Source: an optimization exercise on an open RTL-to-GDS flow (aim: small area, a short achievable clock period and few clock cycles per item). Production flows keep margins and buffers that such runs may drop.
Where RTL was checked, it was by simulation tests only, not by an equivalence proof against the original.
Power figures rest on the tool's default switching activity, not on a simulated workload.

// proc_simd_sat_alu_pipe
module proc_simd_sat_alu_pipe #(
   parameter int p_nbits       = 32,
   parameter int p_ov_set_wins = 1
) (
   input  logic               clk,
   input  logic               reset,
   input  logic               req_val,
   output logic               req_rdy,
   input  logic [3:0]         req_fn,
   input  logic [1:0]         req_ew,
   input  logic [p_nbits-1:0] req_in0,
   input  logic [p_nbits-1:0] req_in1,
   output logic               resp_val,
   input  logic               resp_rdy,
   output logic [p_nbits-1:0] resp_out,
   output logic               resp_sat,
   input  logic               ov_clr,
   output logic               ov_flag
);
Size in the first run: ~250 flip-flops.
Settings: LEC_CHECK=0, ABC_AREA=1, CAP_MARGIN=20, CORE_MARGIN=2, CORE_UTILIZATION=55, CTS_BUF_LIST=sky130_fd_sc_hd__clkbuf_4 sky130_fd_sc_hd__clkbuf_8, CTS_CLUSTER_SIZE=30, SLEW_MARGIN=20; clock period 11.0 ns.
standard.sh (not shown) runs the stock make flow with config.mk's settings and CLKGATE_MAP_FILE= SYNTH_SCRIPT=/design/flow/synth_recipe.tcl, a recipe that flattens the netlist after the stock synthesis.
==> flow/flow/run.sh <==
#!/bin/bash
set -o pipefail
export SETUP_SLACK_MARGIN=8
export TNS_END_PERCENT=0
export BUFFER_PORTS_ARGS="-buffer_cell sky130_fd_sc_hd__buf_2"
bash standard.sh finish > standard_flow.log 2>&1
The starting point produced a clean layout.
Edit:
--- a/flow/design.v
+++ b/flow/design.v
@@ -19,37 +19,33 @@
 );
    logic        s1_val;
    logic [3:0]  fn;
    logic [31:0] a, bx;    
    logic        m8, m16, sad;
    logic [4:0]  shx [4];       
    logic        nm8, nm16;      
-   logic [3:0]  ga, pa, gs, ps;    
    logic [3:0]  gg, gp;            
    logic        cj13, cb2;     
    logic        sub;
    logic        d_sub, d_m8, d_m16, d_sad, d_right;
    assign d_sad   = (req_ew == 2'd3);
    assign d_m8    = (req_ew == 2'd0) || d_sad;
    assign d_m16   = (req_ew == 2'd1);
    assign d_sub   = d_sad || (!req_fn[3] && !(req_fn == 4'd0 || req_fn == 4'd2 || req_fn == 4'd4))
                  || (req_fn == 4'd8) || (req_fn == 4'd9) || (req_fn == 4'd10) || (req_fn == 4'd11);
    assign d_right = ((req_fn == 4'd13) || (req_fn == 4'd14)) && !d_sad;
-   logic [3:0]  d_ga, d_pa, d_gs, d_ps;
+   logic [31:0] d_bx;
+   logic [3:0]  d_g, d_p;
+   assign d_bx = req_in1 ^ {32{d_sub}};
    always_comb begin
       for (int i = 0; i < 4; i++) begin
-         logic [8:0] sa, ss;
-         logic [7:0] nb;
-         nb      = ~req_in1[8*i +: 8];
-         sa      = 9'(req_in0[8*i +: 8]) + 9'(req_in1[8*i +: 8]);
-         ss      = 9'(req_in0[8*i +: 8]) + 9'(nb);
-         d_ga[i] = sa[8];
-         d_gs[i] = ss[8];
-         d_pa[i] = &(req_in0[8*i +: 8] ^ req_in1[8*i +: 8]);
-         d_ps[i] = (req_in0[8*i +: 8] == req_in1[8*i +: 8]);
+         logic [8:0] gsum;
+         gsum   = 9'(req_in0[8*i +: 8]) + 9'(d_bx[8*i +: 8]);
+         d_g[i] = gsum[8];
+         d_p[i] = &(req_in0[8*i +: 8] ^ d_bx[8*i +: 8]);
       end
    end
    logic [31:0] d_a;
    logic [4:0]  d_shb [4];
    logic [4:0]  d_shx [4];
    always_comb begin
       for (int j = 0; j < 32; j++) d_a[j] = d_right ? req_in0[31-j] : req_in0[j];
@@ -57,16 +53,14 @@
          if (d_m8)       d_shb[i] = {2'b00, req_in1[8*i +: 3]};
          else if (d_m16) d_shb[i] = {1'b0, req_in1[16*(i/2) +: 4]};
          else            d_shb[i] = req_in1[4:0];
       end
       for (int i = 0; i < 4; i++) d_shx[i] = d_right ? d_shb[3-i] : d_shb[i];
    end
    logic [3:0] cy, cb;    
-   assign gg = sub ? gs : ga;
-   assign gp = sub ? ps : pa;
    always_comb begin
       cy[0] = sub;
       cb[0] = gg[0] | (gp[0] & cy[0]);
       cy[1] = cj13 ? cb[0] : sub;
       cb[1] = gg[1] | (gp[1] & cy[1]);
       cy[2] = cb2 ? sub : cb[1];
       cb[2] = gg[2] | (gp[2] & cy[2]);
@@ -164,15 +158,15 @@
       end
       for (int i = 0; i < 4; i++)
          ovs[i] = m8 ? ovb[i] : (m16 ? (ovb[i|1] | ovb[i & 2]) : (|ovb));
    end
    logic [7:0]  ad [4];
    logic [3:0]  bw;    
    logic [10:0] x1, y1, sv1, cv1;
-   assign bw = ~(gs | ps);
+   assign bw = ~(gg | gp);
    always_comb for (int i = 0; i < 4; i++) ad[i] = s[8*i +: 8] ^ {8{bw[i]}};
    assign x1  = 11'(ad[0] ^ ad[1] ^ ad[2]);
    assign y1  = 11'({(ad[0] & ad[1]) | (ad[0] & ad[2]) | (ad[1] & ad[2]), bw[0]});
    assign sv1 = x1 ^ y1 ^ 11'(ad[3]);
    assign cv1 = {(x1[9:0] & y1[9:0]) | (x1[9:0] & 10'(ad[3])) | (y1[9:0] & 10'(ad[3])), bw[1]};
    logic [3:0] e_s, e_a, e_b, e_y, e_yr, e_one, e_svm, e_svo, satb;
    always_comb begin
@@ -266,38 +260,36 @@
          else if (ov_clr)      ov_flag <= 1'b0;
       end
    end
    always_ff @(posedge clk) begin
       if (req_rdy) begin
          fn    <= req_fn;
          a     <= d_a;
-         bx    <= req_in1 ^ {32{d_sub}};
+         bx    <= d_bx;
          m8    <= d_m8;
          m16   <= d_m16;
          sad   <= d_sad;
          for (int i = 0; i < 4; i++) shx[i] <= d_shx[i];
          nm8   <= !d_m8;
          nm16  <= !d_m16;
          sub   <= d_sub;
-         ga    <= d_ga;
-         pa    <= d_pa;
-         gs    <= d_gs;
-         ps    <= d_ps;
+         gg    <= d_g;
+         gp    <= d_p;
          cj13  <= !d_m8;
          cb2   <= d_m8 | d_m16;
       end
       if (s2_ld) begin
          s2_r   <= s2_in;
          s2_sat <= s2_sat_in;
          s2_sad <= sad;
          s2_clr <= fn[0];
          s2_keep <= !fn[0];
       end
       if (!o_val || resp_rdy) begin
-         o_out <= k_val ? k_out : o_in;
+         o_out <= (s2_sad && !k_val) ? sp_out : (k_val ? k_out : s2_r);
          o_sat <= k_val ? k_sat : s2_sat;
       end
       if (!k_val) begin
          k_out <= o_in;
          k_sat <= s2_sat;
       end
    end
The new run passed the timing, DRC and antenna checks.
Via count shrinks by a few percent.
Combinational power barely changes.
Flip-flop and latch count shrinks by 7.
Clock-buffer cell count grows by 15.
Power shrinks slightly.
First-iteration DRC count grows slightly.
Clock power shrinks by a few percent.
Global-route usage shrinks by 1.0 points.
Testbench counts after the change, summed over its fixed seeds: cycles 16,024, items 16,000.
For the first run of this note, only the layout was checked, not whether the RTL still works.


proc_simd_sat_alu_pipe, a different RTL version from the one above (not shown whole).
For scale: roughly 2600 cells after synthesis, roughly 240 flip-flops, roughly 110 I/O pins, roughly 0.019 mm² of cells after synthesis.
==> flow/config.mk <==
export PLATFORM = sky130hd
export DESIGN_NAME = proc_simd_sat_alu_pipe
export DESIGN_NICKNAME = proc_simd_sat_alu_pipe
export VERILOG_FILES = /design/flow/design.v
export SDC_FILE = /design/flow/constraint.sdc
export NUM_CORES = 4
export LEC_CHECK = 0
export ABC_AREA = 1
export CAP_MARGIN = 20
export CORE_MARGIN = 2
export CORE_UTILIZATION = 55
export SLEW_MARGIN = 20
==> flow/constraint.sdc <==
create_clock -name core_clock -period 11.0 [get_ports {clk}]
set_input_delay 2.2000 -clock core_clock [delete_from_list [all_inputs] [get_ports {clk}]]
set_output_delay 2.2000 -clock core_clock [all_outputs]
set_load 0.01 [all_outputs]
Scripts as last shown in full above: flow/flow/run.sh
Rerun with:
--- a/flow/design.v
+++ b/flow/design.v
@@ -18,50 +18,56 @@
    output logic               ov_flag
 );
    logic        s1_val;
    logic [3:0]  fn;
    logic [31:0] a, bx;    
    logic        m8, m16, sad;
    logic [4:0]  shx [4];       
    logic        nm8, nm16;      
+   logic [3:0]  ga, pa, gs, ps;    
    logic [3:0]  gg, gp;            
    logic        cj13, cb2;     
    logic        sub;
    logic        d_sub, d_m8, d_m16, d_sad, d_right;
    assign d_sad   = (req_ew == 2'd3);
    assign d_m8    = (req_ew == 2'd0) || d_sad;
    assign d_m16   = (req_ew == 2'd1);
    assign d_sub   = d_sad || (!req_fn[3] && !(req_fn == 4'd0 || req_fn == 4'd2 || req_fn == 4'd4))
                  || (req_fn == 4'd8) || (req_fn == 4'd9) || (req_fn == 4'd10) || (req_fn == 4'd11);
    assign d_right = ((req_fn == 4'd13) || (req_fn == 4'd14)) && !d_sad;
-   logic [31:0] d_bx;
-   logic [3:0]  d_g, d_p;
-   assign d_bx = req_in1 ^ {32{d_sub}};
+   logic [3:0]  d_ga, d_pa, d_gs, d_ps;
    always_comb begin
       for (int i = 0; i < 4; i++) begin
-         logic [8:0] gsum;
-         gsum   = 9'(req_in0[8*i +: 8]) + 9'(d_bx[8*i +: 8]);
-         d_g[i] = gsum[8];
-         d_p[i] = &(req_in0[8*i +: 8] ^ d_bx[8*i +: 8]);
+         logic [8:0] sa, ss;
+         logic [7:0] nb;
+         nb      = ~req_in1[8*i +: 8];
+         sa      = 9'(req_in0[8*i +: 8]) + 9'(req_in1[8*i +: 8]);
+         ss      = 9'(req_in0[8*i +: 8]) + 9'(nb);
+         d_ga[i] = sa[8];
+         d_gs[i] = ss[8];
+         d_pa[i] = &(req_in0[8*i +: 8] ^ req_in1[8*i +: 8]);
+         d_ps[i] = (req_in0[8*i +: 8] == req_in1[8*i +: 8]);
       end
    end
    logic [31:0] d_a;
    logic [4:0]  d_shb [4];
    logic [4:0]  d_shx [4];
    always_comb begin
       for (int j = 0; j < 32; j++) d_a[j] = d_right ? req_in0[31-j] : req_in0[j];
       for (int i = 0; i < 4; i++) begin
          if (d_m8)       d_shb[i] = {2'b00, req_in1[8*i +: 3]};
          else if (d_m16) d_shb[i] = {1'b0, req_in1[16*(i/2) +: 4]};
          else            d_shb[i] = req_in1[4:0];
       end
       for (int i = 0; i < 4; i++) d_shx[i] = d_right ? d_shb[3-i] : d_shb[i];
    end
    logic [3:0] cy, cb;    
+   assign gg = sub ? gs : ga;
+   assign gp = sub ? ps : pa;
    always_comb begin
       cy[0] = sub;
       cb[0] = gg[0] | (gp[0] & cy[0]);
       cy[1] = cj13 ? cb[0] : sub;
       cb[1] = gg[1] | (gp[1] & cy[1]);
       cy[2] = cb2 ? sub : cb[1];
       cb[2] = gg[2] | (gp[2] & cy[2]);
       cy[3] = cj13 ? cb[2] : sub;
@@ -158,17 +164,17 @@
       end
       for (int i = 0; i < 4; i++)
          ovs[i] = m8 ? ovb[i] : (m16 ? (ovb[i|1] | ovb[i & 2]) : (|ovb));
    end
    logic [7:0]  ad [4];
    logic [3:0]  bw;    
    logic [10:0] sv1, cv1;
    logic [9:0]  p01, p23;
-   assign bw = ~(gg | gp);
+   assign bw = ~(gs | ps);
    always_comb for (int i = 0; i < 4; i++) ad[i] = s[8*i +: 8] ^ {8{bw[i]}};
    assign p01 = {1'b0, ad[0], 1'b1} + {1'b0, ad[1], bw[0]};
    assign p23 = {1'b0, ad[2], 1'b1} + {1'b0, ad[3], bw[2]};
    assign sv1 = 11'(p01[9:1]);
    assign cv1 = 11'(p23[9:1]);
    logic [3:0] e_s, e_a, e_b, e_y, e_yr, e_one, e_svm, e_svo, satb;
    always_comb begin
       for (int i = 0; i < 4; i++) begin
@@ -260,26 +266,28 @@
          else if (ov_set)      ov_flag <= 1'b1;
          else if (ov_clr)      ov_flag <= 1'b0;
       end
    end
    always_ff @(posedge clk) begin
       if (req_rdy) begin
          fn    <= req_fn;
          a     <= d_a;
-         bx    <= d_bx;
+         bx    <= req_in1 ^ {32{d_sub}};
          m8    <= d_m8;
          m16   <= d_m16;
          sad   <= d_sad;
          for (int i = 0; i < 4; i++) shx[i] <= d_shx[i];
          nm8   <= !d_m8;
          nm16  <= !d_m16;
          sub   <= d_sub;
-         gg    <= d_g;
-         gp    <= d_p;
+         ga    <= d_ga;
+         pa    <= d_pa;
+         gs    <= d_gs;
+         ps    <= d_ps;
          cj13  <= !d_m8;
          cb2   <= d_m8 | d_m16;
       end
       if (s2_ld) begin
          s2_r   <= s2_in;
          s2_sat <= s2_sat_in;
          s2_sad <= sad;
          s2_clr <= fn[0];
Area after synthesis increases by 5.4%.
Via count increases by 3.8%.
Final area increases by 4.2%.
Critical path depth increases by 14.
Power increases by 4.4%.
Global-route usage decreases by 0.90 points.
No run of this note included a check of the RTL's function; only the layout flow was run.

-- re-timing with driven ports --
How much do the figures lean on ideal ports? The routed layouts below were timed once more, with nothing changed but the port constraints.
Step 1 (the two cells are an assumption about what drives the block):
set clk [get_ports {clk}]
set_driving_cell -lib_cell sky130_fd_sc_hd__clkbuf_16 $clk
set_driving_cell -lib_cell sky130_fd_sc_hd__buf_2 [delete_from_list [all_inputs] $clk]
Step 2 adds t to the input delays and takes it off the output delays; t is the mean of the earliest and latest rising clock arrival at the registers after step 1. Input paths then give back, and output paths get back, about the clock's delay inside the block.
a / b / c = ideal / step 1 / step 2; a / b = the first two.
run | t (ns) | setup slack, ns | worst setup path at the end
the first run of note 1 | 0.649 | 7.224 / 7.224 / 6.742 | input to register
the second run of note 1 | 0.671 | 7.115 / 7.125 / 6.454 | input to register
the first run of note 2 | 0.600 | 7.065 / 7.098 / 6.500 | input to register
the second run of note 2 | 0.607 | 7.060 / 7.060 / 6.547 | input to register
After both steps every run listed still meets setup and hold. The setup slack of the second run of note 1, which loses most, moves by +0.010 ns with the drivers and by -0.661 ns with both steps.
